What follows belongs to an exercise in optimizing a design on an open flow for small area, a short achievable clock period and few clock cycles per item; a production flow would make more cautious choices.
Function was checked by simulation only, so behaviour that the tests miss may differ from the original.
The flow treats the clock pin as an ideal source. Dropping or thinning the clock tree relies on that and would not hold on a real chip.
Power is estimated from default activity; no workload was simulated.

// conv_top
module conv_top (
    input  logic                   sclk,
    input  logic                   s_rst_n,
    input  logic                   cal_start,
    output logic                   busy,
    output conv_pkg::col_addr_t    data_rd_addr,
    output conv_pkg::band_t        row_cnt,
    input  conv_pkg::pix_col_t     col_data,
    output conv_pkg::param_addr_t  param_rd_addr,
    input  conv_pkg::weight_t      param_w_h0,
    input  conv_pkg::weight_t      param_w_h1,
    input  conv_pkg::weight_t      param_w_h2,
    input  conv_pkg::weight_t      param_w_h3,
    input  conv_pkg::weight_t      param_w_h4,
    output conv_pkg::kernel_t      bias_rd_addr,
    input  conv_pkg::bias_t        param_bias,
    output conv_pkg::act_t         conv_rslt_act,
    output logic                   conv_rslt_act_vld
);
    logic [2:0]          band;
    logic                kern;
    logic [3:0]          paddr;
    logic [4:0]          pwr;
    logic                tag_vld;
    logic signed [12:0]  sum;
    logic [11:0]         act;
    assign row_cnt       = {2'b0, band};
    assign param_rd_addr = {5'b0, paddr};
    assign bias_rd_addr  = {4'b0, kern};
    assign conv_rslt_act = {4'b0, act};
    conv_decode u_decode (
        .sclk      (sclk),
        .s_rst_n   (s_rst_n),
        .cal_start (cal_start),
        .busy      (busy),
        .col       (data_rd_addr),
        .band      (band),
        .kern      (kern),
        .paddr     (paddr),
        .pwr       (pwr),
        .tag_vld   (tag_vld)
    );
    conv_execute u_execute (
        .sclk       (sclk),
        .col_data   (col_data),
        .param_w_h0 (param_w_h0),
  ...
Size: roughly 98 I/O pins, roughly 11000 um^2 of cells after synthesis.
==> flow/config.mk <==
export PLATFORM = sky130hd
export DESIGN_NAME = conv_top
export DESIGN_NICKNAME = conv_top
export VERILOG_FILES = /design/flow/design.v
export SDC_FILE = /design/flow/constraint.sdc
export NUM_CORES = 4
export LEC_CHECK = 0
export CAP_MARGIN = 20
export CORE_MARGIN = 2
export CORE_UTILIZATION = 50
export PLACE_DENSITY = 0.75
export SLEW_MARGIN = 20
==> flow/constraint.sdc <==
create_clock -name core_clock -period 28.0 [get_ports {sclk}]
set_input_delay 5.6000 -clock core_clock [delete_from_list [all_inputs] [get_ports {sclk}]]
set_output_delay 5.6000 -clock core_clock [all_outputs]
set_load 0.01 [all_outputs]
standard.sh (not shown) runs the stock make flow with config.mk's settings and CLKGATE_MAP_FILE= SYNTH_SCRIPT=/design/flow/synth_recipe.tcl, a recipe that flattens the netlist after the stock synthesis.
==> flow/flow/run.sh <==
#!/bin/bash
# The standard layout with four changes:
#  - flow/polarity.py edits the standard synthesis netlist: it drops the
#    inverters that synthesis leaves around full and half adders (a full
#    adder is self-dual, a half adder can become xor2 + a two-input gate)
#    and picks and2 or nand2 for each gating cell;
#  - output ports get a buf_2 and input ports a buf_1 (flow/pre_resize.tcl);
#  - the clock tree is reshaped after CTS (flow/post_cts.tcl): four root
#    buffers on the clock port, each driving a group of leaf buffers, so
#    every register is two buffers from the port;
#  - settings in flow/knobs.txt (setup margin for repair, CTS arguments, one
#    tie cell).
# Make output goes to standard_*.log here, each tool's own log to orfs/logs.
set -euo pipefail
R=$PWD/orfs/results/sky130hd/conv_top/base
KN=("BUFFER_PORTS_ARGS=-outputs -buffer_cell sky130_fd_sc_hd__buf_2" "PRE_RESIZE_TCL=$PWD/flow/pre_resize.tcl" "POST_CTS_TCL=$PWD/flow/post_cts.tcl")
if [[ -f flow/knobs.txt ]]; then
  while read -r line; do [[ -n "$line" ]] && KN+=("$line"); done < flow/knobs.txt
fi
bash standard.sh "${KN[@]}" "$R/1_2_yosys.v" > standard_synth.log 2>&1
cp "$R/1_2_yosys.v" "$R/1_2_yosys_std.v"
python3 flow/polarity.py "$R/1_2_yosys_std.v" "$R/1_2_yosys.v" > polarity.log 2>&1
bash standard.sh "${KN[@]}" finish > standard.log 2>&1
==> flow/flow/knobs.txt <==
SETUP_SLACK_MARGIN=21.55
SKIP_REPAIR_TIE_FANOUT=1
CTS_ARGS=-sink_clustering_enable -repair_clock_nets -sink_clustering_size 30 -sink_clustering_max_diameter 100 -buf_list sky130_fd_sc_hd__clkbuf_16 -dont_use_dummy_load
Other scripts of this flow, unchanged in this note and not shown: flow/flow/polarity.py, flow/flow/post_cts.tcl, flow/flow/pre_resize.tcl
Testbench counts at the start, summed over its fixed seeds: cycles 21,648, results 18,432.
Then changed:
==> flow/flow/knobs.txt (replaced) <==
SETUP_SLACK_MARGIN=21.4
CTS_ARGS=-sink_clustering_enable -repair_clock_nets -sink_clustering_size 30 -sink_clustering_max_diameter 100 -buf_list sky130_fd_sc_hd__clkbuf_16 -dont_use_dummy_load
SKIP_REPAIR_TIE_FANOUT=1
Via count went down by 0.65%.
Global-route usage stays the same.
Fmax stays flat.
Final area falls by 0.40%.
Hold slack stays flat.
Routed wire length drops by about 0.7%.
First-iteration DRC count rises by 9.4%.
Total power decreases by about 0.64%.
Synthesized cell count stays the same.
Utilization falls by 0.22 points.
Then changed:
--- a/flow/config.mk
+++ b/flow/config.mk
@@ -10,2 +10,4 @@
-export CORE_UTILIZATION = 50
-export PLACE_DENSITY = 0.75
+export CORE_UTILIZATION = 40
+export CTS_BUF_LIST = sky130_fd_sc_hd__clkbuf_16
+export CTS_CLUSTER_DIAMETER = 100
+export CTS_CLUSTER_SIZE = 30
What happened: The changed run completed without violations. Worst hold slack gets better by 0.021 ns. Total power goes up slightly. Via count falls slightly. Setup slack improves by 0.0097 ns. Synthesized cell count stays the same.

========
Starting RTL as in the previous note.
==> flow/design.v (excerpt) <==
module conv_top (
    input  logic                   sclk,
    input  logic                   s_rst_n,
    input  logic                   cal_start,
    output logic                   busy,
    output conv_pkg::col_addr_t    data_rd_addr,
    output conv_pkg::band_t        row_cnt,
    input  conv_pkg::pix_col_t     col_data,
    output conv_pkg::param_addr_t  param_rd_addr,
    input  conv_pkg::weight_t      param_w_h0,
    input  conv_pkg::weight_t      param_w_h1,
    input  conv_pkg::weight_t      param_w_h2,
    input  conv_pkg::weight_t      param_w_h3,
    input  conv_pkg::weight_t      param_w_h4,
    output conv_pkg::kernel_t      bias_rd_addr,
    input  conv_pkg::bias_t        param_bias,
    output conv_pkg::act_t         conv_rslt_act,
    output logic                   conv_rslt_act_vld
);
==> flow/config.mk <==
export PLATFORM = sky130hd
export DESIGN_NAME = conv_top
export DESIGN_NICKNAME = conv_top
export VERILOG_FILES = /design/flow/design.v
export SDC_FILE = /design/flow/constraint.sdc
export NUM_CORES = 4
export LEC_CHECK = 0
export CAP_MARGIN = 20
export CORE_MARGIN = 2
export CORE_UTILIZATION = 40
export CTS_BUF_LIST = sky130_fd_sc_hd__clkbuf_16
export CTS_CLUSTER_DIAMETER = 100
export CTS_CLUSTER_SIZE = 30
export SLEW_MARGIN = 20
==> flow/constraint.sdc <==
create_clock -name core_clock -period 28.0 [get_ports {sclk}]
set_input_delay 5.6000 -clock core_clock [delete_from_list [all_inputs] [get_ports {sclk}]]
set_output_delay 5.6000 -clock core_clock [all_outputs]
set_load 0.01 [all_outputs]
==> flow/flow/run.sh <==
#!/bin/bash
# Standard synthesis, then flow/polarity.py drops the inverters that
# synthesis leaves between full adders (a full adder is self-dual, so an fa
# cell may work on inverted signals), then the standard layout from the
# edited netlist, with port buffers of fixed cells (flow/pre_resize.tcl) and
# one level less in the clock tree (flow/post_cts.tcl). Make output goes to
# standard_*.log here, each tool's own log to orfs/logs.
set -euo pipefail
R=$PWD/orfs/results/sky130hd/conv_top/base
KN=("BUFFER_PORTS_ARGS=-outputs -buffer_cell sky130_fd_sc_hd__buf_2" "PRE_RESIZE_TCL=$PWD/flow/pre_resize.tcl" "POST_CTS_TCL=$PWD/flow/post_cts.tcl")
if [[ -f flow/knobs.txt ]]; then
  while read -r line; do [[ -n "$line" ]] && KN+=("$line"); done < flow/knobs.txt
fi
bash standard.sh "${KN[@]}" "$R/1_2_yosys.v" > standard_synth.log 2>&1
cp "$R/1_2_yosys.v" "$R/1_2_yosys_std.v"
python3 flow/polarity.py "$R/1_2_yosys_std.v" "$R/1_2_yosys.v" > polarity.log 2>&1
bash standard.sh "${KN[@]}" finish > standard.log 2>&1
==> flow/flow/knobs.txt <==
CTS_ARGS=-sink_clustering_enable -repair_clock_nets -sink_clustering_size 30 -sink_clustering_max_diameter 100 -buf_list sky130_fd_sc_hd__clkbuf_16 -dont_use_dummy_load
Other scripts of this flow, unchanged in this note and not shown: flow/flow/polarity.py, flow/flow/post_cts.tcl, flow/flow/pre_resize.tcl
The first run passed the timing, design-rule and antenna checks.
Testbench counts at the start, summed over its fixed seeds: cycles 21,648, results 18,432.
Next try:
==> flow/flow/knobs.txt (replaced) <==
SETUP_SLACK_MARGIN=21.4
CTS_ARGS=-sink_clustering_enable -repair_clock_nets -sink_clustering_size 30 -sink_clustering_max_diameter 100 -buf_list sky130_fd_sc_hd__clkbuf_16 -dont_use_dummy_load
Effect:
- hold slack is about the same
- clock power stays flat
- wire length rises slightly
- core utilization rises by 0.29 points
- combinational power hardly moves
- sequential power stays flat
- sequential share of layout area falls by 0.26 points
- power barely changes
- sequential cell count stays the same
- via count rises slightly
- cell area rises slightly
Next try:
- CORE_UTILIZATION: 40 -> 60
- CTS_BUF_LIST: sky130_fd_sc_hd__clkbuf_16 -> not set
- CTS_CLUSTER_DIAMETER: 100 -> not set
- CTS_CLUSTER_SIZE: 30 -> not set
The changed run ran to the end with no violations.
Power came out lower slightly.
Critical path depth is unchanged.
Synthesized area is unchanged.
Synthesized cell count stays the same.
Design area came out lower slightly.
Flip-flop and latch count is unchanged.
Final cell count came out lower by a little under a tenth.
Next try:
- CORE_UTILIZATION: 60 -> 50
- PLACE_DENSITY: not set -> 0.75
Worst setup slack is better by 11 ps.
Total power fell slightly.
Hold slack is worse by 29 ps.
Wire length fell by a few percent.
Next try:
==> flow/flow/knobs.txt (replaced) <==
SETUP_SLACK_MARGIN=22.0
CTS_ARGS=-sink_clustering_enable -repair_clock_nets -sink_clustering_size 30 -sink_clustering_max_diameter 100 -buf_list sky130_fd_sc_hd__clkbuf_16 -dont_use_dummy_load
- CORE_UTILIZATION: 50 -> 40
- CTS_BUF_LIST: not set -> sky130_fd_sc_hd__clkbuf_16
- CTS_CLUSTER_DIAMETER: not set -> 100
- CTS_CLUSTER_SIZE: not set -> 30
- PLACE_DENSITY: 0.75 -> not set
The changed run went through all stages and came out clean.
Power rises by 6.9%.
Final cell count rises by 8.6%.
Sequential power stays flat.
Global-route usage falls by 4.0 points.
Wire length rises by 2.6%.
Utilization falls by 9.5 points.
Setup slack gains 20 ps.
Flip-flop and latch count stays the same.
Critical path depth does not change.

-- afterwards: timing with drivers on the ports --
The flow's constraints put no driver on any port. The routed layouts listed below were extracted and timed again, unchanged, in two steps. Step 1 assumes that a clkbuf_16 drives the clock port and a buf_2 every other input. Step 2 times the ports against the registers' clock, not the clock port: input delays grow and output delays shrink by t, the midpoint of the rising clock arrivals with the driver on. Three values: ideal ports, drivers, drivers and shift; two values: the first two.
run | t, ns | setup WS [ns] | worst setup path after step 2 | latest minus earliest clock arrival (ns)
the first run of note 1 | 0.400 | 21.524 / 21.433 / 21.620 | input to register | 0.040 / 0.040
the second run of note 1 | 0.399 | 21.518 / 21.427 / 21.617 | input to register | 0.041 / 0.041
the third run of note 1 | 0.403 | 21.528 / 21.427 / 21.635 | input to register | 0.044 / 0.044
the first run of note 2 | 0.386 | 21.406 / 21.303 / 21.648 | input, reset recovery | 0.068 / 0.069
the second run of note 2 | 0.386 | 21.518 / 21.416 / 21.598 | input, reset recovery | 0.068 / 0.068
the third run of note 2 | 0.396 | 21.508 / 21.415 / 21.602 | input, reset recovery | 0.033 / 0.033
the fourth run of note 2 | 0.382 | 21.519 / 21.420 / 21.637 | input to register | 0.072 / 0.073
the fifth run of note 2 | 0.398 | 21.539 / 21.438 / 21.625 | input to register | 0.054 / 0.054
After both steps setup and hold are still met in every run listed. Setup slack includes reset recovery checks.
